Source: an optimization exercise on an open RTL-to-GDS flow (aim: small area). Production flows keep margins and buffers that such runs may drop.
Where RTL was checked, it was by simulation tests only, not by an equivalence proof against the original.

==> flow/design.v <==
module qpst_rca #(
  parameter int W = 8
) (
  input  logic [W-1:0] a,
  input  logic [W-1:0] b,
  input  logic         ci,
  output logic [W-1:0] s,
  output logic         co
);
  logic [W:0] c;
  assign c[0] = ci;
  for (genvar i = 0; i < W; i++) begin : g_bit
    assign s[i]   = a[i] ^ b[i] ^ c[i];
    assign c[i+1] = (a[i] & b[i]) | (c[i] & (a[i] ^ b[i]));
  end
  assign co = c[W];
endmodule
module quadrature_position_speed_tracker (
  input  logic        clk,
  input  logic        rst,
  input  logic        sample_valid,
  output logic        sample_ready,
  input  logic [1:0]  sample_op,
  input  logic [15:0] sample_count,
  output logic        result_valid,
  input  logic        result_ready,
  output logic [31:0] result_total_count,
  output logic [15:0] result_delta_count,
  output logic        result_direction,
  output logic [31:0] result_shaft_rpm,
  output logic [31:0] result_shaft_rps,
  output logic [15:0] result_mech_angle,
  output logic [15:0] result_elec_angle,
  output logic [31:0] result_index_count,
  input  logic        cfg_valid,
  output logic        cfg_ready,
  input  logic [1:0]  cfg_index,
  input  logic [31:0] cfg_data
);
  logic [20:0] cpr;
  logic [7:0]  pp;
  logic [31:0] rpm_gain;
  logic [31:0] rps_gain;
  logic [31:0] total;
  logic [15:0] delta;
  logic        dir;
  logic [31:0] rpm;
  logic [31:0] rps;
  logic [31:0] index;
  logic [15:0] mech;    
  logic [20:0] rem;     
  logic        busy;
  logic [5:0]  cnt;
  logic        icy;     
  assign cfg_ready = !rst;
  assign result_total_count = total;
  assign result_delta_count = delta;
  assign result_direction   = dir;
  assign result_shaft_rpm   = rpm;
  assign result_shaft_rps   = rps;
  assign result_mech_angle  = mech;
  assign result_elec_angle  = rem[15:0];
  assign result_index_count = index;
  wire start = sample_valid && !busy && (!result_valid || result_ready);
  wire last  = busy && (cnt == 6'd55);
  assign sample_ready = last;
  wire op_speed = (sample_op == 2'd0);
  wire op_index = (sample_op == 2'd1);
  wire op_clear = (sample_op == 2'd2);
  wire op_pos   = (sample_op == 2'd3);
  wire upd = start;
  wire clr = rst || (upd && op_clear);
  wire [31:0] rst32 = {32{rst}};
  wire [31:0] wd_cpr = (cfg_data & ~rst32) | (32'd4096  & rst32);
  wire [31:0] wd_pp  = (cfg_data & ~rst32) | (32'd1     & rst32);
  wire [31:0] wd_rpm = (cfg_data & ~rst32) | (32'd96000 & rst32);
  wire [31:0] wd_rps = (cfg_data & ~rst32) | (32'd1600  & rst32);
  always_ff @(posedge clk) begin
    if (rst || (cfg_valid && cfg_index == 2'd0)) cpr      <= wd_cpr[20:0];
    if (rst || (cfg_valid && cfg_index == 2'd1)) pp       <= wd_pp[7:0];
    if (rst || (cfg_valid && cfg_index == 2'd2)) rpm_gain <= wd_rpm;
    if (rst || (cfg_valid && cfg_index == 2'd3)) rps_gain <= wd_rps;
  end
  wire [15:0] step;
  wire        nbor;
  qpst_rca #(16) u_step (.a(sample_count), .b(~total[15:0]), .ci(1'b1), .s(step), .co(nbor));
  wire        bor = !nbor;
  wire [15:0] thi;
  qpst_rca #(16) u_thi (.a(total[31:16]), .b({16{step[15] & !bor}}), .ci(bor & !step[15]),
                        .s(thi), .co());
  wire        mul_on = busy && op_speed && !cnt[5];
  wire [3:0]  mi     = cnt[3:0];
  wire        msel   = cnt[4];
  wire        mbit   = delta[mi];
  wire        mlast  = (mi == 4'd15);
  wire        mneg   = delta[15];
  wire [31:0] g      = msel ? rpm_gain : rps_gain;
  wire [31:0] mb     = mbit ? (mlast ? ~g : g) : 32'd0;
  wire        mcin   = (mbit && mlast) || (mneg ? (mi < 4'd7) : (mi == 4'd7));
  wire [31:0] msum;
  wire        mco;
  qpst_rca #(32) u_mul (.a({mech[7:0], rpm[31:8]}), .b(mb), .ci(mcin), .s(msum), .co(mco));
  wire        mtop   = (mbit && mlast) ? !mco : mco;
  wire [32:0] s      = {mtop, msum};
  wire [31:0] znext  = {s[24:0], rpm[7:1]};
  wire        fits   = (s[32:24] == 9'h000) || (s[32:24] == 9'h1FF);
  wire [31:0] mres   = (mlast && !fits) ? {s[32], {31{!s[32]}}} : znext;
  wire        tneg   = total[31];
  wire        frac   = (cnt[5:4] == 2'b10);
  wire        ephase = (cnt[5:4] == 2'b11);
  wire        dbit   = cnt[5] ? (tneg && !cnt[4]) : (total[~cnt[4:0]] ^ tneg);
  wire        ppbit  = pp[~cnt[2:0]];
  wire [21:0] dt     = {rem, dbit};
  wire [21:0] db     = ephase ? {6'd0, mech & {16{ppbit}}} : {1'b1, ~cpr};
  wire [21:0] dd;
  wire        ge;
  qpst_rca #(22) u_div (.a(dt), .b(db), .ci(!ephase), .s(dd), .co(ge));
  wire [20:0] rnext  = (ge || ephase) ? dd[20:0] : dt[20:0];
  wire        qbit   = (ge ^ tneg) && (cpr != 21'd0);
  always_ff @(posedge clk) begin
    if (upd || (busy && cnt == 6'd47)) rem <= 21'd0;
    else if (busy) rem <= rnext;
    if (upd) mech[7:0] <= 8'd0;
    else if (mul_on) mech[7:0] <= mlast ? 8'd0 : s[32:25];
    else if (busy && frac) mech <= {mech[14:0], qbit};
  end
  wire irot = busy && op_index && !cnt[5];
  always_ff @(posedge clk) begin
    if (clr) begin
      total <= 32'd0;
      delta <= 16'd0;
    end else if (upd) begin
      if (op_speed || op_pos) total <= {thi, sample_count};
      if (op_speed) delta <= step;
    end
    if (clr) index <= 32'd0;
    else if (irot) index <= {index[0] ^ icy, index[31:1]};
    if (upd) icy <= 1'b1;
    else if (irot) icy <= icy & index[0];
    if (rst) dir <= 1'b0;
    else if (upd && op_speed) dir <= step[15];
    if (clr || (upd && op_speed) || (mul_on && mlast && !msel)) rpm <= 32'd0;
    else if (mul_on) rpm <= mres;
    if (clr) rps <= 32'd0;
    else if (mul_on && mlast && !msel) rps <= mres;
  end
  always_ff @(posedge clk) begin
    if (rst) begin
      busy         <= 1'b0;
      result_valid <= 1'b0;
    end else begin
      if (start) busy <= 1'b1;
      else if (last) busy <= 1'b0;
      if (last) result_valid <= 1'b1;
      else if (result_ready) result_valid <= 1'b0;
    end
    if (start) cnt <= 6'd0;
    else if (busy) cnt <= cnt + 6'd1;
  end
endmodule
clock: 15.0 ns
lec_check: 0
cap_margin: 0
core_margin: 2
core_utilization: 65
place_density: 0.75
slew_margin: 0
standard.sh (not shown) runs the stock make flow with config.mk's settings and CLKGATE_MAP_FILE= SYNTH_SCRIPT=/design/flow/synth_recipe.tcl, a recipe that flattens the netlist after the stock synthesis.
==> flow/flow/run.sh <==
#!/bin/bash
# The standard layout (standard.sh), with these changes:
#  - synthesis: synth_recipe.tcl unchanged except that abc maps the combinational logic with an
#    area-oriented script (flow/abc_area.script); the registers are untouched by abc;
#  - buf_1 port buffers;
#  - a clock tree of clkbuf_8 clusters of up to 16 sinks, without dummy loads.
set -euo pipefail
here=$(pwd)
sed "s#^source \$::env(SCRIPTS_DIR)/synth.tcl#source $here/flow/abc_override.tcl\nsource \$::env(SCRIPTS_DIR)/synth.tcl#" \
  synth_recipe.tcl > area_synth.tcl
export MY_ABC_SCRIPT="$here/flow/abc_area.script"
export BUFFER_PORTS_ARGS="-buffer_cell sky130_fd_sc_hd__buf_1"
export CTS_ARGS="-sink_clustering_enable -repair_clock_nets -buf_list sky130_fd_sc_hd__clkbuf_8 -sink_clustering_size 16 -sink_clustering_max_diameter 60 -dont_use_dummy_load"
bash standard.sh \
  "SYNTH_SCRIPT=$here/area_synth.tcl" \
  "BUFFER_PORTS_ARGS=$BUFFER_PORTS_ARGS" \
  "CTS_ARGS=$CTS_ARGS" \
  finish > standard.log 2>&1
==> flow/flow/abc_area.script <==
&get -n
&st
&dch
&nf -R 1000
&put
topo
dnsize -c
==> flow/flow/abc_override.tcl <==
# replace the abc script that synth.tcl hands to abc with $::env(MY_ABC_SCRIPT)

proc abc {args} {
  set out {}
  set skip 0
  foreach a $args {
    if {$skip} { lappend out $::env(MY_ABC_SCRIPT); set skip 0; continue }
    if {$a eq "-script"} { set skip 1 }
    lappend out $a
  }
  puts "abc override: $out"
  yosys abc {*}$out
}
The starting point passed the timing, DRC and antenna checks.
Change:
--- a/flow/design.v
+++ b/flow/design.v
@@ -38,5 +38,5 @@
   input  logic [31:0] cfg_data
 );
-  logic [20:0] cpr;
+  logic [20:0] cpr_n;   
   logic [7:0]  pp;
   logic [31:0] rpm_gain;
@@ -53,4 +53,7 @@
   logic [5:0]  cnt;
   logic        icy;     
+  logic        mbq;     
+  logic        tinc;    
+  logic        tdec;    
   assign cfg_ready = !rst;
   assign result_total_count = total;
@@ -72,10 +75,10 @@
   wire clr = rst || (upd && op_clear);
   wire [31:0] rst32 = {32{rst}};
-  wire [31:0] wd_cpr = (cfg_data & ~rst32) | (32'd4096  & rst32);
+  wire [31:0] wd_cpr = ~((cfg_data & ~rst32) | (32'd4096  & rst32));
   wire [31:0] wd_pp  = (cfg_data & ~rst32) | (32'd1     & rst32);
   wire [31:0] wd_rpm = (cfg_data & ~rst32) | (32'd96000 & rst32);
   wire [31:0] wd_rps = (cfg_data & ~rst32) | (32'd1600  & rst32);
   always_ff @(posedge clk) begin
-    if (rst || (cfg_valid && cfg_index == 2'd0)) cpr      <= wd_cpr[20:0];
+    if (rst || (cfg_valid && cfg_index == 2'd0)) cpr_n    <= wd_cpr[20:0];
     if (rst || (cfg_valid && cfg_index == 2'd1)) pp       <= wd_pp[7:0];
     if (rst || (cfg_valid && cfg_index == 2'd2)) rpm_gain <= wd_rpm;
@@ -87,10 +90,12 @@
   wire        bor = !nbor;
   wire [15:0] thi;
-  qpst_rca #(16) u_thi (.a(total[31:16]), .b({16{step[15] & !bor}}), .ci(bor & !step[15]),
-                        .s(thi), .co());
+  qpst_rca #(16) u_thi (.a(total[31:16]), .b({16{tdec}}), .ci(tinc), .s(thi), .co());
+  wire        first = busy && (cnt == 6'd63);
   wire        mul_on = busy && op_speed && !cnt[5];
   wire [3:0]  mi     = cnt[3:0];
   wire        msel   = cnt[4];
-  wire        mbit   = delta[mi];
+  wire        mbit   = mbq;
+  wire [5:0]  cnt_n  = cnt + 6'd1;
+  always_ff @(posedge clk) mbq <= delta[cnt_n[3:0]];
   wire        mlast  = (mi == 4'd15);
   wire        mneg   = delta[15];
@@ -112,12 +117,12 @@
   wire        ppbit  = pp[~cnt[2:0]];
   wire [21:0] dt     = {rem, dbit};
-  wire [21:0] db     = ephase ? {6'd0, mech & {16{ppbit}}} : {1'b1, ~cpr};
+  wire [21:0] db     = ephase ? {6'd0, mech & {16{ppbit}}} : {1'b1, cpr_n};
   wire [21:0] dd;
   wire        ge;
   qpst_rca #(22) u_div (.a(dt), .b(db), .ci(!ephase), .s(dd), .co(ge));
   wire [20:0] rnext  = (ge || ephase) ? dd[20:0] : dt[20:0];
-  wire        qbit   = (ge ^ tneg) && (cpr != 21'd0);
+  wire        qbit   = (ge ^ tneg) && (cpr_n != 21'h1FFFFF);
   always_ff @(posedge clk) begin
-    if (upd || (busy && cnt == 6'd47)) rem <= 21'd0;
+    if (busy && cnt[5] && (cnt[3:0] == 4'hF)) rem <= 21'd0;   
     else if (busy) rem <= rnext;
     if (upd) mech[7:0] <= 8'd0;
@@ -131,9 +136,15 @@
       delta <= 16'd0;
     end else if (upd) begin
-      if (op_speed || op_pos) total <= {thi, sample_count};
+      if (op_speed || op_pos) total[15:0] <= sample_count;
       if (op_speed) delta <= step;
+    end else if (first) begin
+      total[31:16] <= thi;
     end
     if (clr) index <= 32'd0;
     else if (irot) index <= {index[0] ^ icy, index[31:1]};
+    if (upd) begin
+      tinc <= (op_speed || op_pos) && bor && !step[15];
+      tdec <= (op_speed || op_pos) && step[15] && !bor;
+    end
     if (upd) icy <= 1'b1;
     else if (irot) icy <= icy & index[0];
@@ -155,6 +166,6 @@
       else if (result_ready) result_valid <= 1'b0;
     end
-    if (start) cnt <= 6'd0;
-    else if (busy) cnt <= cnt + 6'd1;
+    if (start) cnt <= 6'd63;
+    else if (busy) cnt <= cnt_n;
   end
 endmodule
Effect:
- The new run passed the timing, DRC and antenna checks
- clock skew rose by 8.3 ps
- routed wire length rose by 4.4%
- design area fell by 1.3%
- clock-buffer cell count does not change
- flip-flop and latch count rose by 3
- cell count rose by 2.1%
- area after synthesis rose by 1.5%
- die area rose by 1.5%
- worst setup slack gains 180 ps
No functional check of the RTL was part of the second run of this note.

[afterwards: timing with drivers on the ports]
How much do the figures lean on ideal ports? The routed layouts below were timed once more, with nothing changed but the port constraints.
Step 1, drivers: a clkbuf_16 drives clk and a buf_2 each remaining input, both assumed.
Step 2, shift: input delay + t, output delay - t, t = (earliest + latest rising clock arrival at the registers) / 2. This alone moves slack from input paths to output paths.
Slacks: ideal ports / drivers / drivers and shift; pairs: ideal ports / drivers.
run | t, ns | setup slack, ns | worst setup path after step 2
the first run | 0.572 | 0.390 / 0.414 / -0.158 | input to register
the second run | 0.577 | 0.570 / 0.570 / 0.570 | register to register
With both steps, setup timing fails in the first run, where it was met with ideal ports. The setup slack of the first run, which loses most, moves by +0.024 ns with the drivers and by -0.548 ns with both steps.
